Background: an optimization exercise with open tools, aiming at small area, a short achievable clock period and few clock cycles per item. Do not read the settings as production practice.
At most, simulation tests tie the RTL to the original design; equivalence was not proved.
Function not checked in runs 5 and 6: the RTL went through the layout flow alone.
No activity file was given, so power comes from the tool's default toggle rates.

==> flow/design.v, too long to show whole: its modules and the start of the top module <==
// module gdiff_div: 79 lines
// module gdiff_mul: 535 lines
// module gdiff_ram: 28 lines
// module gdiff_add: 11 lines
// module grid_liquid_diffusion_step_unit: 531 lines
module grid_liquid_diffusion_step_unit #(
	parameter int MAX_WIDTH   = gdiff_pkg::MAX_WIDTH_DEF,
	parameter int AMOUNT_BITS = gdiff_pkg::AMOUNT_BITS_DEF,
	localparam int DATA_W     = ((AMOUNT_BITS + 7) / 8) * 8
) (
	input  logic                              clk,
	input  logic                              arst_n,
	input  logic                              s_axis_tvalid,
	output logic                              s_axis_tready,
	input  logic [DATA_W-1:0]                 s_axis_tdata,    
	output logic                              m_axis_tvalid,
	input  logic                              m_axis_tready,
	output logic [DATA_W-1:0]                 m_axis_tdata,    
	output logic                              m_axis_tlast,
	input  logic                              cfg_valid,
	output logic                              cfg_ready,
	input  logic [gdiff_pkg::CFG_INDEX_W-1:0] cfg_index,
	input  logic [gdiff_pkg::CFG_DATA_W-1:0]  cfg_data
);
  // ...
==> flow/run.sh <==
#!/bin/bash
# synth_recipe.tcl (not shown) runs the flow's synth.tcl, then flattens the netlist and writes it again
# the make line also repeats each setting of config.mk as NAME=value (left out here)
make -C /OpenROAD-flow-scripts/flow DESIGN_CONFIG=/design/flow/config.mk WORK_HOME=/design/flow/orfs CLKGATE_MAP_FILE= SYNTH_SCRIPT=/design/flow/synth_recipe.tcl finish
==> flow/config.mk <==
export PLATFORM = sky130hd
export DESIGN_NAME = grid_liquid_diffusion_step_unit
export DESIGN_NICKNAME = grid_liquid_diffusion_step_unit
export VERILOG_FILES = /design/flow/design.v
export SDC_FILE = /design/flow/constraint.sdc
export NUM_CORES = 4
export LEC_CHECK = 0
export CAP_MARGIN = 20
export CORE_MARGIN = 2
export CORE_UTILIZATION = 40
export CTS_CLUSTER_DIAMETER = 100
export CTS_CLUSTER_SIZE = 28
export SETUP_SLACK_MARGIN = 3.8
export SLEW_MARGIN = 20
==> flow/constraint.sdc <==
create_clock -name core_clock -period 7.0 [get_ports {clk}]
set_input_delay 1.4000 -clock core_clock [delete_from_list [all_inputs] [get_ports {clk}]]
set_output_delay 1.4000 -clock core_clock [all_outputs]
set_load 0.01 [all_outputs]
==> flow_metrics.tcl, run 1 <==
set metrics [dict create \
    finalWeightedCongestion 0.8616 \
    synthAdderAreaFrac_pct 8.789 \
    cts_buffers 71 \
    synth_top_area_cell "dfxtp_1" \
    yosysMostFrequentCell "dfxtp_1" \
    drive_gt1_share_pct 7.858 \
    clk_path_buf_depth 3 \
    post_cts.repair.setup_buffers 7 \
    fin_ws_ns 3.801 \
    crit_type "reg2reg" \
    path_cells "buf_6 -> buf_12 -> nand2_4 -> o21ai_2 -> nor2b_1 -> ha_2 -> a2111oi_4 -> inv_1 -> a21o_1 -> a31oi_4 -> o21ai_4 -> or4_4 -> a311oi_2 -> nor3b_1" \
    cp-end-kind "register" \
    ys_seq_elements 1649 \
    pwr_density_cell_mw_per_mm2 537.4 \
    cts_tree "done" \
    diodes 7 \
    cts-resized-gates 85 \
    synth-simple-area-share_pct 7.882 \
    drv_cap 0 \
    tns_ns 0 \
    num_vias 30742 \
    die_area_mm2 0.1399 \
    core_mm2 0.1356 \
    multi_input_area_share_pct 30.81 \
    floorplan.initialDensity_pct 40.39 \
    finalHoldViolations 0 \
    status "complete, no violations" \
    final_antenna_net_count 0 \
    grt_pass1_wl_mm 165.3 \
    crit_family "compound AO/OA/AOI/OAI gates" \
    clockPowerShare_pct 15.1 \
    finalCriticalPeriod_ns 3.199 \
    internal-power_uw 20260 \
    yosysSeqAreaShare_pct 63.61 \
    r2r-start "v_r" \
    bufAreaShareNonClock_pct 2.016 \
    slowest_stage "dfrtp_4" \
    p_seq_share_pct 41.5 \
    hold_ws_ns 0.3183 \
    num_io_pins 59 \
    clk_pin_slew_ns 0.10 \
    synth_xor_area_share_pct 5.148 \
    reg_top3 "u_zring.ring_q: 576 flops, u_sring.ring_q: 512 flops, buf_q: 102 flops" \
]
Testbench counts, summed over its fixed seeds: cycles 6,896, items 6,464.
==> inputs of run 2 (changes only) <==
--- a/flow/config.mk
+++ b/flow/config.mk
@@ -6,4 +6,5 @@
 export NUM_CORES = 4
 export LEC_CHECK = 0
+export ABC_AREA = 1
 export CAP_MARGIN = 20
 export CORE_MARGIN = 2
@@ -11,4 +12,4 @@
 export CTS_CLUSTER_DIAMETER = 100
 export CTS_CLUSTER_SIZE = 28
-export SETUP_SLACK_MARGIN = 3.8
+export SETUP_SLACK_MARGIN = 3.75
 export SLEW_MARGIN = 20
==> run 2 against run 1 <==
Critical path depth decreased by 5. Register-to-register slack about the same. Die area increased by 0.72%. Synthesized area increased by 0.73%. Non-clock buffer count increased by 4. Cell count increased by 10%. Sequential cell count unchanged. Critical path type unchanged. Largest power group unchanged.
==> flow_metrics.tcl, run 2 <==
set metrics [dict create \
    status "complete, no violations" \
    slowest_delay_ns 0.50 \
    mostFrequentLayoutCells "dfxtp_1, nand2_1, inv_1, nor2_1, o21ai_0" \
    grt_start_max_net_pins 81 \
    syn_nets 5467 \
    grt_util_all_layers_pct 15.87 \
    synth_cells 5113 \
    synth.distinct_cells 73 \
    p_leak_uw 0.02647 \
    grt_pass1_wl_mm 178.4 \
    grt_overflow 0 \
    die_w_um 375.4 \
    clock_skew_ns 0.01922 \
    rows 136 \
    power_frac_comb_pct 41.1 \
    port-buffer-count 58 \
    cts.sinks 1649 \
    cts_hold_buf 0 \
    async_flop_share_pct 7.520 \
    crit_family "adder cells" \
    synth.area.top_cells "dfxtp_1, edfxtp_1, nand2_1" \
    syn-cell-area_mm2 0.05518 \
    clockPowerShare_pct 17.9 \
    ys_top_cells_by_count "dfxtp_1, nand2_1, inv_1" \
    drive_gt1_share_pct 6.714 \
    syn_area_per_cell_um2 10.79 \
    crit_path_frequent_cell "fa_1" \
    critPathMaxFanout 7 \
    grt.met2_usage_pct 26.02 \
    largest_register_ffs 576 \
    die_area_mm2 0.1409 \
    diodes 0 \
    syn2layout_area_growth_pct 10.60 \
    required_ns 7.61 \
    routed_wirelength_mm 113.8 \
    h-tree-depth 3 \
    clk_pin_slew_ns 0.11 \
    cts_tree "done" \
    grt_pass1_vias 32732 \
    num_io_pins 59 \
    cp.arrival_ns 3.80 \
    tns_ns 0 \
    finalCriticalPeriod_ns 3.189 \
    post-route-drc-count 0 \
    tightest_slew_ns 1.031 \
    clk_path_buf_depth 3 \
    met3_usage_pct 2.434 \
    core_mm2 0.1372 \
    dp_slack_ns 2.921 \
    floorplan.initialDensity_pct 40.23 \
    p_seq_share_pct 41.0 \
    period_share_pct 45.56 \
    groute.layer.met1.usage_pct 21.70 \
    critPathLaunchType "register" \
    fillers 12818 \
    drtPass1Iterations 6 \
    yosysSeqAreaShare_pct 63.15 \
    path_cells "clkinvlp_4 -> o22ai_2 -> xor2_1 -> fa_1 -> fa_1 -> inv_1 -> fa_1 -> inv_1 -> fa_1" \
    fin_ws_ns 3.811 \
    die_y_um 375.4 \
    clk_latency_ns 0.72 \
    pwr_density_cell_mw_per_mm2 457.3 \
    synth-edff-count 119 \
    max_freq_ghz 0.3136 \
    antenna_found_initial 0 \
    p_sw_uw 10600 \
    yosysMostFrequentCell "dfxtp_1" \
    dpl.hpwl_mm 79.24 \
    finalMaxSlewViolations 0 \
    swShare_pct 37.99 \
    regMostFlops "u_zring.ring_q" \
    final_common_cell "dfxtp_1" \
    final_nets 5564 \
    maxSlewHeadroom_pct 31.07 \
    routed_wire_length_per_instance_um 16.17 \
    ys_seq_elements 1649 \
    reg_top3 "u_zring.ring_q: 576 flops, u_sring.ring_q: 512 flops, buf_q: 102 flops" \
    setup_violations 0 \
    multi_input_area_mm2 0.01792 \
    peakVddDrop_mv 0.6000 \
    ff_latch_area_mm2 0.03491 \
    root_buffer "clkbuf_16" \
    via_per_inst 4.770 \
    cts_buffers 73 \
    internal-power_uw 17310 \
    finalWeightedCongestion 0.8943 \
    cp-end-kind "register" \
    synth_ff_type "dfxtp_1" \
    yosys.area.top_type_share_pct 51.01 \
    final_antenna_net_count 0 \
    drt_iter0_markers 2132 \
    hold_path.class "reg2reg" \
    drv_cap 0 \
    yosys_warnings 6 \
    grt_busiest_layer "met2" \
    num_vias 33566 \
    path_buf_inv 3 \
    grt_setup_unrepaired "yes" \
    slowest_stage "fa_1" \
    finalHoldViolations 0 \
    synth_top_area_cell "dfxtp_1" \
    crit_type "reg2reg" \
]
[run 2: cell count changes in the layout (fill, tap and decap cells not counted), sizes merged, moves of 71 or more]
cell / delta
inv: +274
nor2: +71
a22oi: -128
o22ai: +165
xor2: +177
nand3: +92
nor2b: -90
a21oi: +107
xnor2: -206
nand2: +461
[run 2: cells by family (layout without fill, tap and decap cells)]
family | Yosys count | after routing | share of synthesized area (%)
flops | 1649 | 1649 | 63.15
simple gates | 1321 | 1321 | 9.939
compound gates | 816 | 816 | 8.535
buf+inv | 711 | 841 | 4.884
fa+ha+maj | 316 | 316 | 8.671
xor+xnor | 294 | 294 | 4.705
mux | 6 | 6 | 0.1202
[run 2: final cells by class]
cell class,count,share of cell area (%)
multi-input cells,2753,29.36
flip-flops and latches,1649,57.21
repair buffers,134,2.069
clock inverters,21,0.5987
well taps,1794,3.678
clock buffers,87,3.114
repair inverters,7,0.07381
inverters,592,3.891
[run 2: metrics by stage]
step / instances / power, uW / hold WS [ns] / util, % / cell area (um^2)
after global routing: 7037 / 30300 / 0.3189 / 44.49 / 61020
after global placement: 6859 / 22360 / 0.3095 / 42.06 / 57690
final: 7037 / 27910 / 0.3164 / 44.49 / 61020
after CTS: 7008 / 27980 / 0.3111 / 44.08 / 60460
after floorplan: 5113 / 19410 / 0.3096 / - / 55180
after detailed placement: 6860 / 22720 / 0.3121 / 42.08 / 57710
[run 2: timing repair]
item,4_1_cts,5_1_grt
pin swaps,1,25
gates resized for setup,63,91
buffers inserted,38,22
setup endpoints to repair,56,54
cloned,2,6
[run 2: power groups by stage]
stage | clock network [uW] | logic [uW] | registers, uW
2_1_floorplan | 0 | 8160 | 11300
3_3_place_gp | 0 | 10800 | 11600
3_5_place_dp | 0 | 11100 | 11600
4_1_cts | 5210 | 11400 | 11400
5_1_grt | 5540 | 13200 | 11500
6_report | 5010 | 11500 | 11400
[run 2: routing by layer]
| layer | part of all wire (%) | vias to the layer above | wire [um] |
|---|---|---|---|
| li1 | - | 16726 | - |
| met1 | 47 | 15877 | 53090 |
| met2 | 46 | 763 | 51820 |
| met3 | 4.9 | 200 | 5586 |
| met4 | 2.9 | 0 | 3298 |
| met5 | 0 | - | 0 |
[run 2: worst paths after layout]
check / to / start / slack, ns / cells past startpoint
hold / removal: u_sring.ring_q[7][1] / u_sring.ring_q[8][1] / 0.32 / 0
hold reg to reg: u_sring.ring_q[7][1] / u_sring.ring_q[8][1] / 0.32 / 0
setup reg to reg: mc0_q[13] / u_recip.one[1] / 3.81 / 9
max in group asynchronous: m_valid_q / arst_n / 5.05 / 2
setup / recovery: mc0_q[13] / u_recip.one[1] / 3.81 / 9
min in group asynchronous: den_q[0] / arst_n / 0.72 / 1
==> inputs of run 3 (changes only) <==
--- a/flow/config.mk
+++ b/flow/config.mk
@@ -6,5 +6,4 @@
 export NUM_CORES = 4
 export LEC_CHECK = 0
-export ABC_AREA = 1
 export CAP_MARGIN = 20
 export CORE_MARGIN = 2
==> run 3 against run 2 <==
Global-route usage is 1.2 points lower. Still clean. Hold slack better by 0.0082 ns. Largest cell class unchanged. Die area is 0.72% lower.
==> flow_metrics.tcl, run 3 <==
set metrics [dict create \
    mostFrequentLayoutCells "dfxtp_1, nand2_1, inv_1, xnor2_1, nor2_1" \
    final_common_cell "dfxtp_1" \
    num_vias 30454 \
    reg2reg_depth 14 \
    crit_type "reg2reg" \
    fin_util_pct 43.99 \
    hp-start "u_zring.ring_q[5][13]" \
    maxSlewHeadroom_pct 28.76 \
    yosysMostFrequentCell "dfxtp_1" \
    antenna_found_initial 8 \
    yosys_warnings 6 \
    grt_start_max_net_pins 87 \
    floorplan.initialDensity_pct 40.39 \
    cts_hold_buf 0 \
    placed_area_mm2 0.05715 \
    num_io_pins 59 \
    routed_wire_length_per_instance_um 16.18 \
    root_buffer "clkbuf_16" \
    final_nets 4883 \
    die_y_um 374.1 \
    peakVddDrop_mv 0.4135 \
    drt_iter0_markers 1765 \
    h-tree-depth 3 \
    clk_pin_slew_ns 0.10 \
    required_ns 7.58 \
    drive_gt1_share_pct 6.601 \
    pwr_density_cell_mw_per_mm2 535.6 \
    ff_latch_area_mm2 0.03495 \
    status "complete, no violations" \
    routed_wirelength_mm 102.7 \
    synth-edff-count 119 \
    die_area_mm2 0.1399 \
    core_mm2 0.1356 \
    grt_overflow 0 \
    hold_ws_ns 0.3246 \
    largest_register_ffs 576 \
    yosys.area.top_type_share_pct 51.38 \
    critPathLaunchType "register" \
    async_flop_share_pct 7.520 \
    finalNonFillerCells 6343 \
    grt_pass1_vias 30079 \
    syn_nets 4891 \
    finalInstanceArea_mm2 0.05967 \
    r2r-start "v_r" \
    tns_ns 0 \
    reg_top3 "u_zring.ring_q: 576 flops, u_sring.ring_q: 512 flops, buf_q: 102 flops" \
    min_to "u_zring.ring_q[4][13]" \
    drtPass1Iterations 5 \
    grt_util_all_layers_pct 14.67 \
    cts_tree "done" \
    final_antenna_net_count 0 \
    grt_setup_unrepaired "yes" \
    drv_cap 0 \
    cts_buffers 70 \
    ys_top_cells_by_count "dfxtp_1, nand2_1, inv_1" \
    fillers 12528 \
    cts.sinks 1649 \
    synth_ff_type "dfxtp_1" \
    synth.area.top_cells "dfxtp_1, edfxtp_1, dfrtp_1" \
    finalMaxSlewViolations 0 \
    syn2layout_area_growth_pct 8.922 \
    place_inst 6221 \
    port-buffer-count 58 \
    cp-end-kind "register" \
    ys_seq_elements 1649 \
    dpl.hpwl_mm 71.61 \
    post-route-drc-count 0 \
    tightest_slew_ns 1.066 \
    r2r_end "base_r[17]" \
    finalWeightedCongestion 0.8568 \
    multi_input_area_mm2 0.01844 \
    rows 135 \
    synth_top_area_cell "dfxtp_1" \
    max_freq_ghz 0.3165 \
    clk_latency_ns 0.70 \
    cp.arrival_ns 3.73 \
    synth.distinct_cells 79 \
    critPathMaxFanout 28 \
    clk_path_buf_depth 3 \
    grt_pass1_wl_mm 164.2 \
    die_w_um 374.1 \
    finalHoldViolations 0 \
    syn-cell-area_mm2 0.05478 \
    syn_area_per_cell_um2 12.07 \
    finalCriticalPeriod_ns 3.159 \
    p_leak_uw 0.02427 \
    yosysSeqAreaShare_pct 63.61 \
    worstHoldPathCells 0 \
    via_per_inst 4.801 \
    period_share_pct 45.13 \
    clock_skew_ns 0.02553 \
    regMostFlops "u_zring.ring_q" \
    synth_cells 4537 \
    reg2reg_slack_ns 3.84 \
    hold_path.class "reg2reg" \
    setup_violations 0 \
    cp-startpoint "v_r" \
]
==> run 3: changes by cell type after synthesis, sizes merged, moves of 92 or more <==
cell   delta
xnor2   +206
a22oi   +128
o22ai   -165
nand3    -92
inv     -280
a21oi   -107
xor2    -177
nand2   -461
==> run 3: cell type report <==
class                      instances  area share, %
clock buffer                      92          3.146
sequential                      1649          58.57
multi-input combinational       2424          30.90
antenna                            2       0.008388
timing repair buffer              98          1.548
inverter                         286          1.814
tap                             1781          3.735
clock inverter                    11         0.2810
==> run 3: logic make-up (layout without fill, tap and decap cells) <==
family	count (synthesis)	count (layout)	synth area share, %
flip-flops	1649	1649	63.61
AO/OA/AOI/OAI	761	761	8.977
XOR/XNOR	322	322	5.148
adder cells (fa/ha/maj)	319	319	8.789
buffers and inverters	464	487	3.189
AND/OR/NAND/NOR	920	920	7.882
other	0	2	0
multiplexers	102	102	2.410
==> run 3: repair_timing <==
item                                    CTS  global route
endpoints found under the setup margin   76            74
gates resized for setup                  63            55
gates cloned                              1             0
setup buffers                             5            11
pin swaps                                 4             7
==> run 3: where the power goes <==
group	internal (uW)	leakage, uW	switching, uW
logic	6140	0.00917	7670
registers	11900	0.0141	1480
clock network	1950	0.000985	2780
total	20000	0.0243	11900
==> run 3: critical path, stage by stage, from the launching register on <==
cell,delay [ns]
dfrtp_2,0.42
buf_12,0.19
mux2i_1,0.24
or2_4,0.16
inv_1,0.04
ha_1,0.27
a21o_1,0.19
a21oi_2,0.16
o21ai_1,0.10
a21o_1,0.22
a31oi_4,0.18
o21ai_2,0.12
or4_4,0.46
a311oi_2,0.23
nor3b_1,0.08
==> run 3: worst max path at each step <==
| stage | to | depth (start not counted) |
|---|---|---|
| after floorplan | mc0_q[13] | 10 |
| after global placement | base_r[17] | 12 |
| after detailed placement | base_r[17] | 14 |
| after CTS | base_r[17] | 14 |
| after global routing | u_recip.rem_q[0] | 9 |
| final | base_r[17] | 14 |
==> run 3: metal layers <==
| layer | global-route usage, % | up-vias | part of all wire [%] |
|---|---|---|---|
| li1 | - | 15187 | - |
| met1 | 19.90 | 14585 | 47 |
| met2 | 24.49 | 546 | 47 |
| met3 | 1.995 | 136 | 3.8 |
| met4 | 4.117 | 0 | 2.4 |
| met5 | 0 | - | 0 |
==> run 3: through the flow <==
step,total power [uW],setup WS [ns]
final,31960,3.841
after global routing,34930,3.671
after global placement,26870,2.996
after detailed placement,27440,2.942
after floorplan,23430,3.755
after CTS,32290,3.719
==> inputs of run 4 (changes only) <==
--- a/flow/config.mk
+++ b/flow/config.mk
@@ -11,4 +11,4 @@
 export CTS_CLUSTER_DIAMETER = 100
 export CTS_CLUSTER_SIZE = 28
-export SETUP_SLACK_MARGIN = 3.75
+export SETUP_SLACK_MARGIN = 3.6
 export SLEW_MARGIN = 20
==> run 4 against run 3 <==
Routed wire length is 0.15% lower. Synthesized cell count is the same. Register-to-register slack worse by 0.13 ns. Critical path depth did not move.
==> flow_metrics.tcl, run 4 <==
set metrics [dict create \
    cts_hold_buf 0 \
    finalHoldViolations 0 \
    required_ns 7.57 \
    largest_register_ffs 576 \
    syn2layout_area_growth_pct 8.568 \
    finalMaxSlewViolations 0 \
    synth-simple-area-share_pct 7.882 \
    final_common_cell "dfxtp_1" \
    grt_pass1_wl_mm 163.0 \
    core_mm2 0.1356 \
    placed_area_mm2 0.05711 \
    synthAdderAreaFrac_pct 8.789 \
    final_antenna_net_count 0 \
    syn_nets 4891 \
    die_y_um 374.1 \
    grt_start_max_net_pins 86 \
    clockPowerShare_pct 14.9 \
    rows 135 \
    p_sw_uw 11790 \
    post-route-drc-count 0 \
    status "complete, no violations" \
    yosys-mux-area-fraction_pct 2.410 \
    finalCriticalPeriod_ns 3.289 \
    synth.distinct_cells 79 \
    reg2reg_depth 14 \
    drt_iter0_markers 1933 \
    maxSlewHeadroom_pct 26.54 \
    syn_area_per_cell_um2 12.07 \
    p_seq_share_pct 42.4 \
    h-tree-depth 3 \
    cts_buffers 70 \
    synth_compound_area_share_pct 8.976 \
    crit_type "reg2reg" \
    synth-edff-count 119 \
    synth_ff_type "dfxtp_1" \
    cts.sinks 1649 \
    grt_util_all_layers_pct 14.55 \
    grt_overflow 0 \
    drv_cap 0 \
    synth_top_area_cell "dfxtp_1" \
    antenna_found_initial 12 \
    via_per_inst 4.820 \
    num_io_pins 59 \
    synth.area.top_cells "dfxtp_1, edfxtp_1, dfrtp_1" \
    async_flop_share_pct 7.520 \
    drive_gt1_share_pct 6.091 \
    tightest_slew_ns 1.101 \
    synth_xor_area_share_pct 5.148 \
    die_area_mm2 0.1399 \
    internal-power_uw 19890 \
    floorplan.initialDensity_pct 40.39 \
    ys_seq_elements 1649 \
    synth_cells 4537 \
    critPathMaxFanout 17 \
    setup_violations 0 \
    cp.arrival_ns 3.86 \
    mostFrequentLayoutCells "dfxtp_1, nand2_1, inv_1, xnor2_1, nor2_1" \
    port-buffer-count 58 \
    p_leak_uw 0.02421 \
    grt_pass1_vias 30102 \
    hp-start "u_sring.ring_q[24][11]" \
    swShare_pct 37.22 \
    peakVddDrop_mv 0.3524 \
    r2r-start "v_r" \
    fillers 12444 \
    hold_ws_ns 0.3100 \
    finalInstanceArea_mm2 0.05947 \
    power_frac_comb_pct 42.7 \
    finalWeightedCongestion 0.8536 \
    cts_tree "done" \
    yosys_warnings 6 \
    tns_ns 0 \
    reg2reg_slack_ns 3.71 \
    drtPass1Iterations 6 \
    hold_path.class "reg2reg" \
    grt_setup_unrepaired "yes" \
    root_buffer "clkbuf_16" \
    period_share_pct 46.98 \
    die_w_um 374.1 \
    yosys.area.top_type_share_pct 51.38 \
    r2r_end "base_r[17]" \
    clk_path_buf_depth 3 \
    critPathLaunchType "register" \
    pwr_density_cell_mw_per_mm2 532.7 \
    dpl.hpwl_mm 70.78 \
    finalNonFillerCells 6332 \
    cp-startpoint "v_r" \
    yosysSeqAreaShare_pct 63.61 \
    regMostFlops "u_zring.ring_q" \
    yosysMostFrequentCell "dfxtp_1" \
    routed_wire_length_per_instance_um 16.19 \
    syn-cell-area_mm2 0.05478 \
    max_freq_ghz 0.3041 \
    synth_top_family_by_area "compound AO/OA/AOI/OAI gates" \
    num_vias 30518 \
    cp-end-kind "register" \
    crit_end "base_r[17]" \
    final_nets 4873 \
    ys_top_cells_by_count "dfxtp_1, nand2_1, inv_1" \
    clk_latency_ns 0.72 \
    routed_wirelength_mm 102.5 \
    clk_pin_slew_ns 0.10 \
    place_inst 6217 \
    reg_top3 "u_zring.ring_q: 576 flops, u_sring.ring_q: 512 flops, buf_q: 102 flops" \
    clock_skew_ns 0.05447 \
]
-- run 4: cell counts after synthesis --
No cell type changed its count.
-- run 4: per-stage QoR --
stage / power, uW / utilization (%) / setup WS, ns
floorplan: 23430 / - / 3.625
global placement: 26790 / 42.11 / 2.921
detailed placement: 27180 / 42.11 / 2.909
CTS: 32000 / 43.69 / 3.495
global route: 34700 / 43.84 / 3.510
finish: 31680 / 43.85 / 3.711
-- run 4: cell type report --
| cell class | count | area, um^2 | area share, % |
|---|---|---|---|
| clock buffers | 91 | 1862 | 3.131 |
| inverters | 286 | 1080 | 1.816 |
| clock inverters | 10 | 163.9 | 0.2756 |
| well taps | 1781 | 2228 | 3.747 |
| repair buffers | 88 | 862.1 | 1.450 |
| multi-input cells | 2424 | 18360 | 30.88 |
| flip-flops and latches | 1649 | 34910 | 58.69 |
| diodes | 3 | 7.507 | 0.01262 |
-- run 4: worst min-delay path by stage --
stage / to / depth (start not counted) / slack [ns]
after floorplan: k0_q[0] / 0 / 0.31
after global placement: u_sring.ring_q[20][7] / 0 / 0.31
after detailed placement: u_sring.ring_q[0][7] / 0 / 0.31
after CTS: u_sring.ring_q[24][3] / 0 / 0.30
after global routing: u_sring.ring_q[23][11] / 0 / 0.31
final: u_sring.ring_q[23][11] / 0 / 0.31
-- run 4: kinds of logic (layout without fill, tap and decap cells) --
| kind of cell | count (synthesis) | after routing |
|---|---|---|
| muxes | 102 | 102 |
| AOI/OAI and AO/OA | 761 | 761 |
| DFF | 1649 | 1649 |
| buffers and inverters | 464 | 475 |
| adders and majority gates | 319 | 319 |
| and+or+nand+nor | 920 | 920 |
| xor gates and xnor gates | 322 | 322 |
| other | 0 | 3 |
-- run 4: timing repair --
action                                  in CTS  in global routing
endpoints found under the setup margin      59                 82
gates resized for setup                     35                 45
gates cloned                                 1                  1
pin swaps                                    1                  7
setup buffers                                2                  7
-- run 4: metal layers --
metal | vias up | wire length, um | GRT usage (%)
met3 | 139 | 4289 | 2.179
met1 | 14616 | 47910 | 19.67
met4 | 0 | 2228 | 4.064
li1 | 15184 | - | -
met2 | 579 | 48070 | 24.25
met5 | - | 0 | 0
-- run 4: power by group through the flow --
stage | clock, uW | combinational (uW) | sequential, uW
after floorplan | 0 | 10700 | 12700
after global placement | 0 | 13200 | 13600
after detailed placement | 0 | 13500 | 13600
after CTS | 4900 | 13600 | 13500
after global routing | 5220 | 15800 | 13700
final | 4710 | 13500 | 13400
-- run 4: critical path, cell delays in order, from the launching register on --
cell and delay (ns):
dfrtp_2 0.44, buf_12 0.15, mux2i_1 0.12, or2_2 0.32, inv_1 0.06, ha_1 0.22, a21o_1 0.19, a21oi_2 0.18
o21ai_0 0.13, a21o_1 0.23, a31oi_4 0.24, o21ai_2 0.12, or4_4 0.44, a311oi_1 0.27, nor3b_1 0.08
==> module grid_liquid_diffusion_step_unit, before the edit <==
module grid_liquid_diffusion_step_unit #(
	parameter int MAX_WIDTH   = gdiff_pkg::MAX_WIDTH_DEF,
	parameter int AMOUNT_BITS = gdiff_pkg::AMOUNT_BITS_DEF,
	localparam int DATA_W     = ((AMOUNT_BITS + 7) / 8) * 8
) (
	input  logic                              clk,
	input  logic                              arst_n,
	input  logic                              s_axis_tvalid,
	output logic                              s_axis_tready,
	input  logic [DATA_W-1:0]                 s_axis_tdata,    
	output logic                              m_axis_tvalid,
	input  logic                              m_axis_tready,
	output logic [DATA_W-1:0]                 m_axis_tdata,    
	output logic                              m_axis_tlast,
	input  logic                              cfg_valid,
	output logic                              cfg_ready,
	input  logic [gdiff_pkg::CFG_INDEX_W-1:0] cfg_index,
	input  logic [gdiff_pkg::CFG_DATA_W-1:0]  cfg_data
);
	localparam int AB = AMOUNT_BITS;
	localparam int CW = $clog2(MAX_WIDTH);
	localparam int HB = gdiff_pkg::GRID_H_BITS;
	localparam int D  = gdiff_pkg::OUT_SLOTS;
	localparam int NB = D - 1;
	localparam int PB = (NB > 1) ? $clog2(NB) : 1;
	localparam int RW = $clog2(D + 2);
	localparam int ZW = gdiff_pkg::ZW;
	localparam int SW = ZW + 2;
	logic [CW-1:0] wl_q, wl_n;
	logic [HB-1:0] hl_q, hl_n;
	logic [AB-1:0] den_q, den_n;
	logic [CW-1:0] col_q, col_n;
	logic [HB-1:0] row_q, row_n;
	logic          top_q, top_n;
	logic          sec_q, sec_n;
	logic          bot_q, bot_n;
	logic [CW-1:0] pa_q, pa_n;
	logic          fpend_q, fpend_n;
	logic [CW-1:0] fcol_q, fcol_n;
	logic          cfg_wait_n;
	logic [RW-1:0] resv_q, resv_n;
	logic          tready_q, tready_n;
	logic          cready_q, cready_n;
	logic          lt_d0, lt_d1, lt_d2;
	logic          fiss;
	logic          start_free;
	logic          acc;
	logic          cfg_take;
	logic          rate_take;
	logic          produce;
	logic          pop;
	logic [CW-1:0] tok_col;
	logic          rc_hold;
	logic [8:0]    b_one, b_two, b_neg;
	logic [4:0]    l_sh;
	assign lt_d0      = (resv_q < RW'(D));
	assign lt_d1      = (resv_q < RW'(D - 1));
	assign lt_d2      = (resv_q < RW'(D - 2));
	assign fiss       = fpend_q && (pa_q == fcol_q) && lt_d0;
	assign start_free = top_q && (col_q == '0) && !fpend_q;
	assign acc        = s_axis_tvalid && tready_q;
	assign cfg_take   = cfg_valid && cready_q;
	assign rate_take  = cfg_take && (cfg_index == 2'd2);
	assign produce    = fiss || (acc && !top_q);
	assign tok_col    = start_free ? '0 : pa_q;
	assign s_axis_tready = tready_q;
	assign cfg_ready     = cready_q;
	logic [RW-1:0] resv_inc, resv_dec;
	assign resv_inc = resv_q + RW'(1);
	assign resv_dec = resv_q - RW'(1);
	logic          fpend_nf;
	logic [CW-1:0] fcol_nf;
	assign fpend_nf = fpend_q && !(fiss && (fcol_q == wl_q));
	assign fcol_nf  = fiss ? fcol_q + CW'(1) : fcol_q;
	logic [CW-1:0] col_a;
	logic [HB-1:0] row_a;
	logic          top_a, sec_a, bot_a, fend_a;
	logic [CW-1:0] pa_a;
	logic [CW-1:0] pa_1;
	always_comb begin
		col_a  = col_q + CW'(1);
		row_a  = row_q;
		top_a  = top_q;
		sec_a  = sec_q;
		bot_a  = bot_q;
		fend_a = 1'b0;
		if (col_q == wl_q) begin
			col_a = '0;
			if (bot_q) begin
				row_a  = '0;
				top_a  = 1'b1;
				sec_a  = 1'b0;
				bot_a  = (hl_q == '0);
				fend_a = 1'b1;
			end else begin
				row_a = row_q + HB'(1);
				top_a = 1'b0;
				sec_a = top_q;
				bot_a = ((row_q + HB'(1)) == hl_q);
			end
		end
		pa_1 = pa_q + CW'(1);
		pa_a = start_free ? CW'(1) : pa_1;
	end
	always_comb begin
		wl_n       = wl_q;
		hl_n       = hl_q;
		den_n      = den_q;
		col_n      = col_q;
		row_n      = row_q;
		top_n      = top_q;
		sec_n      = sec_q;
		bot_n      = bot_q;
		fpend_n    = fpend_nf;
		fcol_n     = fcol_nf;
		resv_n     = produce ? (pop ? resv_q : resv_inc) : (pop ? resv_dec : resv_q);
		pa_n       = pa_1;
		if (acc) begin
			col_n = col_a;
			row_n = row_a;
			top_n = top_a;
			sec_n = sec_a;
			bot_n = bot_a;
			pa_n  = pa_a;
			if (fend_a) begin
				fpend_n = 1'b1;
				fcol_n  = '0;
			end
		end
		if (cfg_take && (cfg_index != 2'd3)) begin
			col_n = '0;
			row_n = '0;
			top_n = 1'b1;
			sec_n = 1'b0;
			bot_n = (hl_q == '0);
			case (cfg_index)
				2'd0: begin
					if (cfg_data[5:0] == 6'd0) begin
						wl_n = '0;
					end else if (cfg_data[5:0] > 6'(MAX_WIDTH)) begin
						wl_n = CW'(MAX_WIDTH - 1);
					end else begin
						wl_n = CW'(cfg_data[5:0] - 6'd1);
					end
				end
				2'd1: begin
					hl_n  = (cfg_data == '0) ? '0 : cfg_data - HB'(1);
					bot_n = (cfg_data[HB-1:1] == '0);
				end
				default: begin
					den_n = (cfg_data == '0) ? AB'(1) : cfg_data;
				end
			endcase
		end
	end
	logic col0, wrap, pc_n, cf_lt, cf_le, cf_lt1, pf_n, pa_last;
	logic cflt_n, pf_nn, cflt_a, pf_a;
	logic slot_n0, slot_a0;
	logic t_n0, t_n1, t_a0, t_a1;
	logic slot_n, slot_a;
	logic t_sel;
	always_comb begin
		col0    = (col_q == '0);
		wrap    = (col_q == wl_q);
		pc_n    = (pa_1 == col_q);
		cf_lt   = (col_q < fcol_q);
		cf_le   = (col_q <= fcol_q);
		cf_lt1  = ({1'b0, col_q} + 6'd1 < {1'b0, fcol_q});
		pf_n    = (pa_1 == fcol_q);
		pa_last = (pa_q == CW'(MAX_WIDTH - 1));
		cflt_n  = fiss ? cf_le : cf_lt;
		pf_nn   = fiss || pf_n;
		cflt_a  = fiss ? cf_lt : cf_lt1;
		pf_a    = fiss || pf_n;
		t_n0    = (top_q && col0 && !fpend_nf)
			|| (pc_n && (top_q ? (!fpend_nf || cflt_n) : 1'b0));
		t_n1    = (top_q && col0 && !fpend_nf)
			|| (pc_n && (top_q ? (!fpend_nf || cflt_n || pf_nn) : 1'b1));
		t_a0    = wrap ? 1'b0 : (top_q ? (!fpend_nf || cflt_a) : 1'b0);
		t_a1    = wrap ? (pa_last && !start_free)
			: (top_q ? (!fpend_nf || cflt_a || pf_a) : 1'b1);
		slot_n0 = fiss ? lt_d1 : lt_d0;
		slot_a0 = top_q ? slot_n0 : (fiss ? lt_d2 : lt_d1);
		slot_n  = pop || slot_n0;
		slot_a  = top_q ? slot_n : (pop ? slot_n0 : slot_a0);
		if (cfg_take) begin
			t_sel = (cfg_index == 2'd3) ? (slot_n ? t_n1 : t_n0) : 1'b1;
		end else if (acc) begin
			t_sel = slot_a ? t_a1 : t_a0;
		end else begin
			t_sel = slot_n ? t_n1 : t_n0;
		end
		cfg_wait_n = cfg_valid && !cready_q;
		tready_n = t_sel && !cfg_wait_n && !rate_take && !rc_hold;
		cready_n = cfg_wait_n && !acc && !fpend_nf;
	end
	always_ff @(posedge clk or negedge arst_n) begin
		if (!arst_n) begin
			wl_q     <= CW'(MAX_WIDTH - 1);
			hl_q     <= HB'(31);
			den_q    <= AB'(8);
			col_q    <= '0;
			row_q    <= '0;
			top_q    <= 1'b1;
			sec_q    <= 1'b0;
			bot_q    <= 1'b0;
			pa_q     <= '0;
			fpend_q  <= 1'b0;
			fcol_q   <= '0;
			resv_q   <= '0;
			tready_q <= 1'b0;
			cready_q <= 1'b0;
		end else begin
			wl_q     <= wl_n;
			hl_q     <= hl_n;
			den_q    <= den_n;
			col_q    <= col_n;
			row_q    <= row_n;
			top_q    <= top_n;
			sec_q    <= sec_n;
			bot_q    <= bot_n;
			pa_q     <= pa_n;
			fpend_q  <= fpend_n;
			fcol_q   <= fcol_n;
			resv_q   <= resv_n;
			tready_q <= tready_n;
			cready_q <= cready_n;
		end
	end
	gdiff_div u_recip (
		.clk    (clk),
		.arst_n (arst_n),
		.start  (rate_take),
		.den    (den_q),
		.hold   (rc_hold),
		.one    (b_one),
		.two    (b_two),
		.neg    (b_neg),
		.shift  (l_sh)
	);
	logic          vt_q, ft_q;
	logic [AB-1:0] at_q;
	logic          lmt_q, rmt_q, topt_q;
	logic [2:0]    kt_q;
	logic          lm_t, rm_t, uptop_t;
	assign lm_t    = (tok_col == '0);
	assign rm_t    = (tok_col == wl_q);
	assign uptop_t = fiss ? (hl_q == '0) : sec_q;
	always_ff @(posedge clk or negedge arst_n) begin
		if (!arst_n) begin
			vt_q <= 1'b0;
			ft_q <= 1'b0;
		end else begin
			vt_q <= acc;
			ft_q <= fiss;
		end
	end
	always_ff @(posedge clk) begin
		at_q   <= s_axis_tdata[AB-1:0];
		lmt_q  <= lm_t;
		rmt_q  <= rm_t;
		topt_q <= top_q;
		kt_q   <= 3'(!fiss) + 3'(!uptop_t) + 3'(!lm_t) + 3'(!rm_t);
	end
	logic          v0_q, f0_q;
	logic [AB-1:0] a0_q;
	logic [34:0]   ms0_q, mc0_q;
	logic          lm0_q, rm0_q, top0_q;
	logic [2:0]    k0_q;
	logic [34:0]   ms, mc;
	gdiff_mul u_mul (
		.a   (at_q),
		.one (b_one),
		.two (b_two),
		.neg (b_neg),
		.s   (ms),
		.c   (mc)
	);
	always_ff @(posedge clk or negedge arst_n) begin
		if (!arst_n) begin
			v0_q <= 1'b0;
			f0_q <= 1'b0;
		end else begin
			v0_q <= vt_q;
			f0_q <= ft_q;
		end
	end
	always_ff @(posedge clk) begin
		a0_q   <= at_q;
		ms0_q  <= ms;
		mc0_q  <= mc;
		lm0_q  <= lmt_q;
		rm0_q  <= rmt_q;
		top0_q <= topt_q;
		k0_q   <= kt_q;
	end
	logic          v1_q, f1_q;
	logic [16:0]   t1_q;
	logic [AB:0]   au1_q;
	logic [ZW:0]   zr1_q;
	logic [ZW-1:0] ks1_q;
	logic          lm1_q, rm1_q, top1_q;
	logic [AB-1:0] s_tap0_unused, s_tap1_unused, s_tap2, s_tap3;
	logic [ZW-1:0] z_tap0_unused, z_tap1_unused, z_tap2, z_tap3_unused;
	logic [34:0]   prod;
	logic [AB:0]   au;
	logic [AB-1:0] up_m0, right_m0;
	logic [ZW:0]   zr;
	logic [ZW-1:0] s3x;
	logic [ZW-1:0] ks;
	gdiff_add #(
		.W (35)
	) u_add_prod (
		.a    (ms0_q),
		.b    (mc0_q),
		.cin  (1'b0),
		.sum  (prod),
		.cout ()
	);
	assign up_m0    = top0_q ? '0 : s_tap2;
	assign right_m0 = rm0_q ? '0 : s_tap3;
	gdiff_add #(
		.W (AB + 1)
	) u_add_au (
		.a    ({1'b0, a0_q}),
		.b    ({1'b0, up_m0}),
		.cin  (1'b0),
		.sum  (au),
		.cout ()
	);
	gdiff_add #(
		.W (ZW + 1)
	) u_add_zr (
		.a    ({1'b0, z_tap2}),
		.b    ({3'b000, right_m0}),
		.cin  (1'b0),
		.sum  (zr),
		.cout ()
	);
	gdiff_add #(
		.W (ZW)
	) u_add_s3 (
		.a    ({2'b00, s_tap2}),
		.b    ({1'b0, s_tap2, 1'b0}),
		.cin  (1'b0),
		.sum  (s3x),
		.cout ()
	);
	always_comb begin
		case (k0_q)
			3'd0:    ks = '0;
			3'd1:    ks = {2'b00, s_tap2};
			3'd2:    ks = {1'b0, s_tap2, 1'b0};
			3'd3:    ks = s3x;
			default: ks = {s_tap2, 2'b00};
		endcase
	end
	always_ff @(posedge clk or negedge arst_n) begin
		if (!arst_n) begin
			v1_q <= 1'b0;
			f1_q <= 1'b0;
		end else begin
			v1_q <= v0_q;
			f1_q <= f0_q;
		end
	end
	always_ff @(posedge clk) begin
		t1_q   <= prod[32:16];
		au1_q  <= au;
		zr1_q  <= zr;
		ks1_q  <= ks;
		lm1_q  <= lm0_q;
		rm1_q  <= rm0_q;
		top1_q <= top0_q;
	end
	logic          v_r, f_r;
	logic [AB-1:0] s_r;
	logic [ZW-1:0] base_r;
	logic [SW-1:0] pre_r;
	logic          rm_r, top_r;
	logic [AB-1:0] prev_s_q;
	logic [AB-1:0] left_m;
	logic [ZW-1:0] base;
	logic [SW-1:0] pre;
	assign left_m = lm1_q ? '0 : (v_r ? s_r : prev_s_q);
	gdiff_add #(
		.W (ZW)
	) u_add_base (
		.a    ({1'b0, au1_q}),
		.b    ({2'b00, left_m}),
		.cin  (1'b0),
		.sum  (base),
		.cout ()
	);
	gdiff_add #(
		.W (SW)
	) u_add_pre (
		.a    ({1'b0, zr1_q}),
		.b    (~{2'b00, ks1_q}),
		.cin  (1'b1),
		.sum  (pre),
		.cout ()
	);
	always_ff @(posedge clk or negedge arst_n) begin
		if (!arst_n) begin
			v_r <= 1'b0;
			f_r <= 1'b0;
		end else begin
			v_r <= v1_q;
			f_r <= f1_q;
		end
	end
	always_ff @(posedge clk) begin
		s_r    <= AB'(t1_q >> l_sh);
		base_r <= base;
		pre_r  <= pre;
		rm_r   <= rm1_q;
		top_r  <= top1_q;
		if (v_r) begin
			prev_s_q <= s_r;
		end
	end
	logic [AB-1:0] down_m;
	logic [SW-1:0] sum;
	logic          o_v_q, o_l_q;
	logic [SW-1:0] o_sum_q;
	gdiff_ram #(
		.WIDTH (ZW),
		.DEPTH (MAX_WIDTH),
		.LAG   (0)
	) u_zring (
		.clk   (clk),
		.we    (v_r),
		.wdata (base_r),
		.tap0  (z_tap0_unused),
		.tap1  (z_tap1_unused),
		.tap2  (z_tap2),
		.tap3  (z_tap3_unused)
	);
	gdiff_ram #(
		.WIDTH (AB),
		.DEPTH (MAX_WIDTH),
		.LAG   (0)
	) u_sring (
		.clk   (clk),
		.we    (v_r),
		.wdata (s_r),
		.tap0  (s_tap0_unused),
		.tap1  (s_tap1_unused),
		.tap2  (s_tap2),
		.tap3  (s_tap3)
	);
	assign down_m = f_r ? '0 : s_r;
	gdiff_add #(
		.W (SW)
	) u_add_sum (
		.a    (pre_r),
		.b    ({4'b0000, down_m}),
		.cin  (1'b0),
		.sum  (sum),
		.cout ()
	);
	always_ff @(posedge clk or negedge arst_n) begin
		if (!arst_n) begin
			o_v_q <= 1'b0;
		end else begin
			o_v_q <= f_r || (v_r && !top_r);
		end
	end
	always_ff @(posedge clk) begin
		o_sum_q <= sum;
		o_l_q   <= f_r && rm_r;
	end
	logic [AB-1:0] res;
	logic          m_valid_q;
	logic [AB-1:0] m_data_q;
	logic          m_last_q;
	logic [AB:0]   buf_q [NB];
	logic [PB-1:0] rd_q, wr_q;
	logic [RW-1:0] cnt_q;
	logic          load_out;
	logic          to_buf;
	logic          from_buf;
	always_comb begin
		if (o_sum_q[SW-1]) begin
			res = '0;
		end else if (|o_sum_q[SW-2:AB]) begin
			res = '1;
		end else begin
			res = o_sum_q[AB-1:0];
		end
	end
	assign pop      = m_valid_q && m_axis_tready;
	assign load_out = !m_valid_q || pop;
	assign from_buf = load_out && (cnt_q != '0);
	assign to_buf   = o_v_q && !(load_out && (cnt_q == '0));
	always_ff @(posedge clk or negedge arst_n) begin
		if (!arst_n) begin
			m_valid_q <= 1'b0;
			rd_q      <= '0;
			wr_q      <= '0;
			cnt_q     <= '0;
		end else begin
			if (load_out) begin
				m_valid_q <= (cnt_q != '0) || o_v_q;
			end
			if (from_buf) begin
				rd_q <= (rd_q == PB'(NB - 1)) ? '0 : rd_q + PB'(1);
			end
			if (to_buf) begin
				wr_q <= (wr_q == PB'(NB - 1)) ? '0 : wr_q + PB'(1);
			end
			cnt_q <= cnt_q + RW'(to_buf) - RW'(from_buf);
		end
	end
	always_ff @(posedge clk) begin
		if (load_out) begin
			if (cnt_q != '0) begin
				{m_last_q, m_data_q} <= buf_q[rd_q];
			end else begin
				{m_last_q, m_data_q} <= {o_l_q, res};
			end
		end
		if (o_v_q) begin
			buf_q[wr_q] <= {o_l_q, res};
		end
	end
	assign m_axis_tvalid = m_valid_q;
	assign m_axis_tdata  = DATA_W'(m_data_q);
	assign m_axis_tlast  = m_last_q;
endmodule
==> inputs of run 5 (changes only) <==
--- a/flow/design.v
+++ b/flow/design.v
@@ -692,8 +692,8 @@
 	localparam int SW = ZW + 2;
 	logic [CW-1:0] wl_q, wl_n;
-	logic [HB-1:0] hl_q, hl_n;
+	logic [HB-1:0] ht_q, ht_n;
 	logic [AB-1:0] den_q, den_n;
 	logic [CW-1:0] col_q, col_n;
-	logic [HB-1:0] row_q, row_n;
+	logic [HB-1:0] rl_q, rl_n;
 	logic          top_q, top_n;
 	logic          sec_q, sec_n;
@@ -738,5 +738,5 @@
 	assign fcol_nf  = fiss ? fcol_q + CW'(1) : fcol_q;
 	logic [CW-1:0] col_a;
-	logic [HB-1:0] row_a;
+	logic [HB-1:0] rl_a;
 	logic          top_a, sec_a, bot_a, fend_a;
 	logic [CW-1:0] pa_a;
@@ -744,5 +744,5 @@
 	always_comb begin
 		col_a  = col_q + CW'(1);
-		row_a  = row_q;
+		rl_a   = rl_q;
 		top_a  = top_q;
 		sec_a  = sec_q;
@@ -752,14 +752,14 @@
 			col_a = '0;
 			if (bot_q) begin
-				row_a  = '0;
+				rl_a   = ht_q;
 				top_a  = 1'b1;
 				sec_a  = 1'b0;
-				bot_a  = (hl_q == '0);
+				bot_a  = (ht_q == HB'(1));
 				fend_a = 1'b1;
 			end else begin
-				row_a = row_q + HB'(1);
+				rl_a  = rl_q - HB'(1);
 				top_a = 1'b0;
 				sec_a = top_q;
-				bot_a = ((row_q + HB'(1)) == hl_q);
+				bot_a = (rl_q == HB'(2));
 			end
 		end
@@ -769,8 +769,8 @@
 	always_comb begin
 		wl_n       = wl_q;
-		hl_n       = hl_q;
+		ht_n       = ht_q;
 		den_n      = den_q;
 		col_n      = col_q;
-		row_n      = row_q;
+		rl_n       = rl_q;
 		top_n      = top_q;
 		sec_n      = sec_q;
@@ -782,5 +782,5 @@
 		if (acc) begin
 			col_n = col_a;
-			row_n = row_a;
+			rl_n  = rl_a;
 			top_n = top_a;
 			sec_n = sec_a;
@@ -794,8 +794,8 @@
 		if (cfg_take && (cfg_index != 2'd3)) begin
 			col_n = '0;
-			row_n = '0;
+			rl_n  = ht_q;
 			top_n = 1'b1;
 			sec_n = 1'b0;
-			bot_n = (hl_q == '0);
+			bot_n = (ht_q == HB'(1));
 			case (cfg_index)
 				2'd0: begin
@@ -809,5 +809,6 @@
 				end
 				2'd1: begin
-					hl_n  = (cfg_data == '0) ? '0 : cfg_data - HB'(1);
+					ht_n  = (cfg_data == '0) ? HB'(1) : cfg_data;
+					rl_n  = ht_n;
 					bot_n = (cfg_data[HB-1:1] == '0);
 				end
@@ -857,13 +858,13 @@
 		cfg_wait_n = cfg_valid && !cready_q;
 		tready_n = t_sel && !cfg_wait_n && !rate_take && !rc_hold;
-		cready_n = cfg_wait_n && !acc && !fpend_nf;
+		cready_n = cfg_wait_n && !(acc ? (fend_a || fpend_nf) : fpend_nf);
 	end
 	always_ff @(posedge clk or negedge arst_n) begin
 		if (!arst_n) begin
 			wl_q     <= CW'(MAX_WIDTH - 1);
-			hl_q     <= HB'(31);
+			ht_q     <= HB'(32);
 			den_q    <= AB'(8);
 			col_q    <= '0;
-			row_q    <= '0;
+			rl_q     <= HB'(32);
 			top_q    <= 1'b1;
 			sec_q    <= 1'b0;
@@ -877,8 +878,8 @@
 		end else begin
 			wl_q     <= wl_n;
-			hl_q     <= hl_n;
+			ht_q     <= ht_n;
 			den_q    <= den_n;
 			col_q    <= col_n;
-			row_q    <= row_n;
+			rl_q     <= rl_n;
 			top_q    <= top_n;
 			sec_q    <= sec_n;
@@ -910,5 +911,5 @@
 	assign lm_t    = (tok_col == '0);
 	assign rm_t    = (tok_col == wl_q);
-	assign uptop_t = fiss ? (hl_q == '0) : sec_q;
+	assign uptop_t = fiss ? (ht_q == HB'(1)) : sec_q;
 	always_ff @(posedge clk or negedge arst_n) begin
 		if (!arst_n) begin
@@ -1044,18 +1045,30 @@
 	logic          rm_r, top_r;
 	logic [AB-1:0] prev_s_q;
-	logic [AB-1:0] left_m;
 	logic [ZW-1:0] base;
 	logic [SW-1:0] pre;
-	assign left_m = lm1_q ? '0 : (v_r ? s_r : prev_s_q);
+	logic [ZW-1:0] base_s, base_p;
+	logic [AB-1:0] left_s, left_p;
+	assign left_s = lm1_q ? '0 : s_r;
+	assign left_p = lm1_q ? '0 : prev_s_q;
 	gdiff_add #(
 		.W (ZW)
-	) u_add_base (
+	) u_add_base_s (
 		.a    ({1'b0, au1_q}),
-		.b    ({2'b00, left_m}),
+		.b    ({2'b00, left_s}),
 		.cin  (1'b0),
-		.sum  (base),
+		.sum  (base_s),
 		.cout ()
 	);
 	gdiff_add #(
+		.W (ZW)
+	) u_add_base_p (
+		.a    ({1'b0, au1_q}),
+		.b    ({2'b00, left_p}),
+		.cin  (1'b0),
+		.sum  (base_p),
+		.cout ()
+	);
+	assign base = v_r ? base_s : base_p;
+	gdiff_add #(
 		.W (SW)
 	) u_add_pre (
@@ -1186,5 +1199,5 @@
 			end
 		end
-		if (o_v_q) begin
+		if (to_buf) begin
 			buf_q[wr_q] <= {o_l_q, res};
 		end
--- a/flow/config.mk
+++ b/flow/config.mk
@@ -11,4 +11,4 @@
 export CTS_CLUSTER_DIAMETER = 100
 export CTS_CLUSTER_SIZE = 28
-export SETUP_SLACK_MARGIN = 3.6
+export SETUP_SLACK_MARGIN = 3.75
 export SLEW_MARGIN = 20
==> run 5 against run 4 <==
Still clean on timing, DRC and antenna. Non-clock buffer count up 52. Combinational power down 31%. Utilization up 0.63 points. Cell count down 0.32%. Synthesized area down 0.33%. Die area down 0.33%. Clock skew down 0.019 ns. Highest routed layer unchanged.
==> flow_metrics.tcl, run 5 <==
set metrics [dict create \
    synth_cells 4462 \
    largest_register_ffs 576 \
    worstHoldPathCells 0 \
    finalHoldViolations 0 \
    synth-simple-area-share_pct 7.388 \
    clk_latency_ns 0.70 \
    dp_slack_ns 2.520 \
    synth_top_area_cell "dfxtp_1" \
    rows 135 \
    internal-power_uw 16730 \
    drive_gt1_share_pct 8.898 \
    post-route-drc-count 0 \
    syn2layout_area_growth_pct 10.35 \
    grt_pass1_wl_mm 164.6 \
    mostFrequentLayoutCells "dfxtp_1, inv_1, nand2_1, xnor2_1, nor2_1" \
    cp.arrival_ns 3.83 \
    synth_xor_area_share_pct 4.796 \
    finalWeightedCongestion 0.8672 \
    critPathMaxFanout 7 \
    synth_ff_type "dfxtp_1" \
    reg2reg_depth 14 \
    yosysSeqAreaShare_pct 64.10 \
    grt_start_max_net_pins 92 \
    root_buffer "clkbuf_16" \
    critPathLaunchType "register" \
    syn_nets 4818 \
    core_mm2 0.1355 \
    finalInstanceArea_mm2 0.06025 \
    syn_area_per_cell_um2 12.24 \
    synth.area.top_cells "dfxtp_1, edfxtp_1, dfrtp_1" \
    pwr_density_cell_mw_per_mm2 423.1 \
    ys_seq_elements 1649 \
    reg_top3 "u_zring.ring_q: 576 flops, u_sring.ring_q: 512 flops, buf_q: 102 flops" \
    synth_compound_area_share_pct 8.960 \
    finalCriticalPeriod_ns 3.189 \
    finalMaxSlewViolations 0 \
    num_vias 30367 \
    routed_wirelength_mm 103.9 \
    setup_violations 0 \
    port-buffer-count 58 \
    required_ns 7.64 \
    yosys_warnings 6 \
    clk_pin_slew_ns 0.11 \
    grt_pass1_vias 29996 \
    num_io_pins 59 \
    clk_path_buf_depth 3 \
    clock_skew_ns 0.03501 \
    antenna_found_initial 9 \
    ys_top_cells_by_count "dfxtp_1, inv_1, nand2_1" \
    synth_top_family_by_area "compound AO/OA/AOI/OAI gates" \
    tns_ns 0 \
    maxSlewHeadroom_pct 37.46 \
    routed_wire_length_per_instance_um 16.45 \
    hold_path.class "reg2reg" \
    cp-startpoint "v_r" \
    grt_overflow 0 \
    final_nets 4854 \
    clockPowerShare_pct 19.3 \
    regMostFlops "u_zring.ring_q" \
    yosys.area.top_type_share_pct 50.97 \
    grt_setup_unrepaired "yes" \
    die_w_um 373.5 \
    p_sw_uw 8760 \
    syn-cell-area_mm2 0.05460 \
    power_frac_comb_pct 36.5 \
    drtPass1Iterations 5 \
    via_per_inst 4.811 \
    p_leak_uw 0.02458 \
    period_share_pct 45.56 \
    fillers 12476 \
    final_antenna_net_count 0 \
    cts_tree "done" \
    yosys-mux-area-fraction_pct 2.722 \
    crit_type "reg2reg" \
    synth-edff-count 135 \
    synth.distinct_cells 90 \
    synthAdderAreaFrac_pct 8.882 \
    hp-start "u_zring.ring_q[22][9]" \
    drt_iter0_markers 1769 \
    max_freq_ghz 0.3135 \
    r2r-start "v_r" \
    floorplan.initialDensity_pct 40.30 \
    cts_buffers 72 \
    die_area_mm2 0.1395 \
    drv_cap 0 \
    swShare_pct 34.37 \
    yosysMostFrequentCell "dfxtp_1" \
    cp-end-kind "register" \
    async_flop_share_pct 7.520 \
    cts.sinks 1649 \
    peakVddDrop_mv 0.3154 \
    h-tree-depth 3 \
    dpl.hpwl_mm 70.92 \
    status "complete, no violations" \
    die_y_um 373.5 \
    grt_util_all_layers_pct 14.77 \
    p_seq_share_pct 44.2 \
    tightest_slew_ns 0.9362 \
    final_common_cell "dfxtp_1" \
    placed_area_mm2 0.05703 \
    fin_ws_ns 3.811 \
]
-- run 5: changes by cell type after synthesis, sizes merged, moves of 18 or more --
cell and change:
a21oi +24, nand2b +24, and3 -28, o31ai -18, nand2 -26, o21a -23, xor2 -18
-- run 5: cell families after synthesis --
logic type	after synthesis
mux	117
flops	1649
compound gates	760
xor+xnor	299
buf+inv	453
simple gates	862
fa+ha+maj	322
-- run 5: timing repair --
| action | 4_1_cts | 5_1_grt |
|---|---|---|
| gates cloned | 1 | 1 |
| setup endpoints to repair | 178 | 99 |
| buffers inserted | 19 | 34 |
| hold buffers | 0 | 0 |
| pin swaps | 9 | 37 |
| gates resized for setup | 78 | 88 |
-- run 5: layout make-up --
cell class / count / area (um^2) / area share (%)
Inverter: 274 / 1037 / 1.722
Clock inverter: 15 / 337.8 / 0.5607
Tap cell: 1781 / 2228 / 3.699
Antenna cell: 2 / 5.005 / 0.008307
Multi-Input combinational cell: 2361 / 18330 / 30.42
Clock buffer: 90 / 1891 / 3.138
Timing Repair Buffer: 140 / 1328 / 2.203
Sequential cell: 1649 / 35100 / 58.25
-- run 5: final timing paths --
check	endpoint	slack (ns)
hold reg to reg	u_zring.ring_q[21][9]	0.30
hold / removal	u_zring.ring_q[21][9]	0.30
setup / recovery	base_r[16]	3.81
setup reg to reg	base_r[16]	3.81
max in group asynchronous	v_r	4.98
min in group asynchronous	ht_q[7]	0.73
-- run 5: metal layers --
metal / GRT usage, % / part of all wire, % / up-vias / routed length (um)
met5: 0 / 0 / - / 0
met4: 4.927 / 2.8 / 0 / 2944
met3: 2.126 / 3.9 / 164 / 4015
met2: 23.98 / 46 / 558 / 47840
met1: 20.24 / 47 / 14571 / 49050
li1: - / - / 15074 / -
-- run 5: critical path, stage by stage (launching register included) --
cell       delay (ns)
dfrtp_4          0.52
nand2b_4         0.15
a21oi_1          0.07
ha_2             0.20
fa_2             0.38
a21o_1           0.18
a21oi_2          0.17
o21bai_1         0.08
a21o_1           0.18
a21oi_2          0.16
o21ai_2          0.10
o41ai_4          0.44
o2111ai_1        0.18
a21oi_1          0.20
xnor2_1          0.13
-- run 5: stage by stage --
step / total power, uW / hold WS (ns) / utilization (%) / cells
floorplan: 18260 / 0.3096 / - / 4462
global placement: 20610 / 0.3095 / 42.10 / 6150
detailed placement: 20890 / 0.3121 / 42.10 / 6150
CTS: 25880 / 0.3163 / 44.02 / 6275
global route: 27860 / 0.3199 / 44.47 / 6310
finish: 25490 / 0.3047 / 44.47 / 6312
-- run 5: power by group through the flow --
stage / Clock, uW / Sequential (uW) / Combinational (uW)
after floorplan: 0 / 11000 / 7300
final: 4920 / 11300 / 9310
after CTS: 5130 / 11300 / 9490
after global placement: 0 / 11400 / 9160
after detailed placement: 0 / 11500 / 9430
after global routing: 5460 / 11400 / 11000
==> inputs of run 6 (changes only) <==
--- a/flow/config.mk
+++ b/flow/config.mk
@@ -11,4 +11,4 @@
 export CTS_CLUSTER_DIAMETER = 100
 export CTS_CLUSTER_SIZE = 28
-export SETUP_SLACK_MARGIN = 3.75
+export SETUP_SLACK_MARGIN = 4.0
 export SLEW_MARGIN = 20
==> run 6 against run 5 <==
Still clean on timing, DRC and antenna. Clock power decreased by 2%. Via count increased by 3.2%. Cell count increased by 2.2%. Register-to-register slack improved by 0.12 ns. Synthesized area unchanged. Critical endpoint unchanged. Critical path depth increased by 1.
==> flow_metrics.tcl, run 6 <==
set metrics [dict create \
    cp.arrival_ns 3.72 \
    root_buffer "clkbuf_16" \
    tightest_slew_ns 1.050 \
    clk_path_buf_depth 3 \
    clk_pin_slew_ns 0.11 \
    dpl.hpwl_mm 71.77 \
    path_cells "buf_6 -> nand2b_4 -> a21oi_2 -> ha_2 -> fa_2 -> a21o_1 -> a21oi_2 -> o21bai_1 -> a21o_1 -> a21oi_2 -> o21ai_2 -> o41ai_4 -> o2111ai_1 -> a21oi_1 -> xnor2_1" \
    setup_violations 0 \
    routed_wire_length_per_instance_um 17.13 \
    critPathMaxFanout 7 \
    via_per_inst 4.859 \
    die_w_um 373.5 \
    die_area_mm2 0.1395 \
    yosys.area.top_type_share_pct 50.97 \
    cts_hold_buf 0 \
    crit_path_frequent_cell "a21oi_2" \
    reg2reg_slack_ns 3.93 \
    syn_nets 4818 \
    synth_xor_area_share_pct 4.796 \
    totalPowerFinal_uw 26220 \
    antenna_found_initial 5 \
    swShare_pct 34.79 \
    rows 135 \
    finalMaxSlewViolations 0 \
    yosys_warnings 6 \
    placed_area_mm2 0.05709 \
    synth.area.top_cells "dfxtp_1, edfxtp_1, dfrtp_1" \
    synthAdderAreaFrac_pct 8.882 \
    final_nets 4986 \
    ys_top_cells_by_count "dfxtp_1, inv_1, nand2_1" \
    clk_latency_ns 0.72 \
    floorplan.initialDensity_pct 40.30 \
    final_common_cell "dfxtp_1" \
    routed_wirelength_mm 110.5 \
    cp-end-kind "register" \
    reg2reg_depth 15 \
    yosysMostFrequentCell "dfxtp_1" \
    pwr_density_cell_mw_per_mm2 421.5 \
    port-buffer-count 58 \
    finalHoldViolations 0 \
    internal-power_uw 17090 \
    syn2layout_area_growth_pct 13.91 \
    grt_setup_unrepaired "yes" \
    post-route-drc-count 0 \
    crit_family "compound AO/OA/AOI/OAI gates" \
    power_frac_comb_pct 38.8 \
    p_sw_uw 9121 \
    syn_area_per_cell_um2 12.24 \
    ys_seq_elements 1649 \
    h-tree-depth 3 \
    cts_tree "done" \
    synth-edff-count 135 \
    reg_top3 "u_zring.ring_q: 576 flops, u_sring.ring_q: 512 flops, buf_q: 102 flops" \
    finalCriticalPeriod_ns 3.071 \
    num_io_pins 59 \
    p_leak_uw 0.02553 \
    hold_ws_ns 0.3130 \
    finalWeightedCongestion 0.8606 \
    maxSlewHeadroom_pct 29.84 \
    grt_util_all_layers_pct 15.42 \
    yosys-mux-area-fraction_pct 2.722 \
    synth_compound_area_share_pct 8.960 \
    largest_register_ffs 576 \
    grt_pass1_wl_mm 171.1 \
    syn-cell-area_mm2 0.05460 \
    core_mm2 0.1355 \
    async_flop_share_pct 7.520 \
    cts.sinks 1649 \
    finalInstanceArea_mm2 0.06219 \
    peakVddDrop_mv 0.3925 \
    max_freq_ghz 0.3256 \
    drv_cap 0 \
    synth_cells 4462 \
    regMostFlops "u_zring.ring_q" \
    grt_start_max_net_pins 75 \
    required_ns 7.65 \
    synth_top_area_cell "dfxtp_1" \
    cts_buffers 71 \
    p_seq_share_pct 42.7 \
    crit_type "reg2reg" \
    worstHoldPathCells 0 \
    synth_ff_type "dfxtp_1" \
    grt_overflow 0 \
    hold_path.class "reg2reg" \
    synth-simple-area-share_pct 7.388 \
    num_vias 31333 \
    status "complete, no violations" \
    critPathLaunchType "register" \
    tns_ns 0 \
    path_buf_inv 1 \
    synth_top_family_by_area "compound AO/OA/AOI/OAI gates" \
    yosysSeqAreaShare_pct 64.10 \
    slowest_stage "dfrtp_4" \
    slowest_delay_ns 0.51 \
    synth.distinct_cells 90 \
    clock_skew_ns 0.04051 \
    mostFrequentLayoutCells "dfxtp_1, inv_1, nand2_1, nor2_1, xnor2_1" \
    clockPowerShare_pct 18.5 \
    die_y_um 373.5 \
    drt_iter0_markers 1960 \
    drtPass1Iterations 6 \
    final_antenna_net_count 0 \
    path_depth 15 \
    grt_pass1_vias 30639 \
    drive_gt1_share_pct 14.46 \
    period_share_pct 43.87 \
]
[run 6: cell counts after synthesis]
Identical to the previous run, type by type.
[run 6: path summary, 6_finish.rpt]
path | start | end
setup / recovery | v_r | base_r[16]
hold / removal | u_zring.ring_q[5][4] | u_zring.ring_q[4][4]
setup reg to reg | v_r | base_r[16]
hold reg to reg | u_zring.ring_q[5][4] | u_zring.ring_q[4][4]
max in group asynchronous | arst_n | m_valid_q
min in group asynchronous | arst_n | ht_q[6]
[run 6: final cells by class]
type                    instances  area, um^2
diodes                          1       2.502
clock buffers                  94        1863
clock inverters                16       245.2
fillers                     12299       73280
inverters                     274        1050
multi-input cells            2361       19060
flip-flops and latches       1649       35150
well taps                    1781        2228
repair buffers                273        2595
[run 6: what timing repair did]
action | in CTS | in global routing
endpoints found under the hold margin | 0 | 0
gates resized for setup | 222 | 186
pin swaps | 43 | 115
endpoints found under the setup margin | 188 | 158
gates cloned | 3 | 2
setup buffers | 101 | 85
[run 6: power groups by stage]
stage / logic, uW / clock network [uW] / registers, uW
global route: 11800 / 5380 / 11300
detailed placement: 9600 / 0 / 11500
CTS: 9830 / 5030 / 11200
finish: 10200 / 4840 / 11200
global placement: 9200 / 0 / 11400
floorplan: 7380 / 0 / 11000
[run 6: per-stage QoR]
| step | worst slack (ns) | std cells | utilization (%) |
|---|---|---|---|
| 2_1_floorplan | 3.857 | 4462 | - |
| 3_3_place_gp | 2.539 | 6147 | 42.14 |
| 3_5_place_dp | 2.538 | 6147 | 42.14 |
| 4_1_cts | 3.876 | 6361 | 44.75 |
| 5_1_grt | 3.769 | 6448 | 45.91 |
| 6_report | 3.929 | 6449 | 45.91 |
[run 6: worst register-to-register path: stages (launching register included)]
cell	delay (ns)
dfrtp_4	0.51
buf_6	0.13
nand2b_4	0.11
a21oi_2	0.06
ha_2	0.19
fa_2	0.36
a21o_1	0.20
a21oi_2	0.14
o21bai_1	0.08
a21o_1	0.19
a21oi_2	0.17
o21ai_2	0.10
o41ai_4	0.31
o2111ai_1	0.16
a21oi_1	0.17
xnor2_1	0.13
[run 6: cell families (layout without fill, tap and decap cells)]
family                   Yosys count  in the layout
AO/OA/AOI/OAI                    760            760
XOR/XNOR                         299            299
adder cells (fa/ha/maj)          322            322
buffers and inverters            453            657
flip-flops                      1649           1649
multiplexers                     117            117
other                              0              1
AND/OR/NAND/NOR                  862            863
[run 6: routing by layer]
layer,track usage (%),routed length [um],vias up
met3,2.334,4542,195
met2,25.10,50910,643
met5,0,0,-
met4,5.401,3495,0
met1,20.91,51530,15158
li1,-,-,15337

## re-timing with driven ports
The flow's constraints put no driver on any port. The routed layouts listed below were extracted and timed again, unchanged, in two steps. Step 1 (the two cells are an assumption about what drives the block):
set clk [get_ports {clk}]
set_driving_cell -lib_cell sky130_fd_sc_hd__clkbuf_16 $clk
set_driving_cell -lib_cell sky130_fd_sc_hd__buf_2 [delete_from_list [all_inputs] $clk]
Step 2, shift: input delay + t, output delay - t, t = (earliest + latest rising clock arrival at the registers) / 2. This alone moves slack from input paths to output paths. a / b / c = ideal / step 1 / step 2; a / b = the first two.
run | shift t [ns] | setup slack, ns | hold WS [ns]
run 1 | 0.740 | 3.801 / 3.801 / 3.249 | 0.318 / 0.318 / 0.318
run 2 | 0.776 | 3.811 / 3.808 / 3.161 | 0.316 / 0.316 / 0.316
run 3 | 0.756 | 3.841 / 3.840 / 3.228 | 0.325 / 0.325 / 0.325
run 4 | 0.763 | 3.711 / 3.711 / 3.029 | 0.310 / 0.310 / 0.310
run 5 | 0.762 | 3.811 / 3.811 / 3.172 | 0.305 / 0.305 / 0.305
run 6 | 0.772 | 3.929 / 3.929 / 3.261 | 0.313 / 0.313 / 0.313
After both steps setup and hold are still met in every run listed. The setup slack of run 4, which loses most, moves by 0.000 ns with the drivers and by -0.682 ns with both steps.
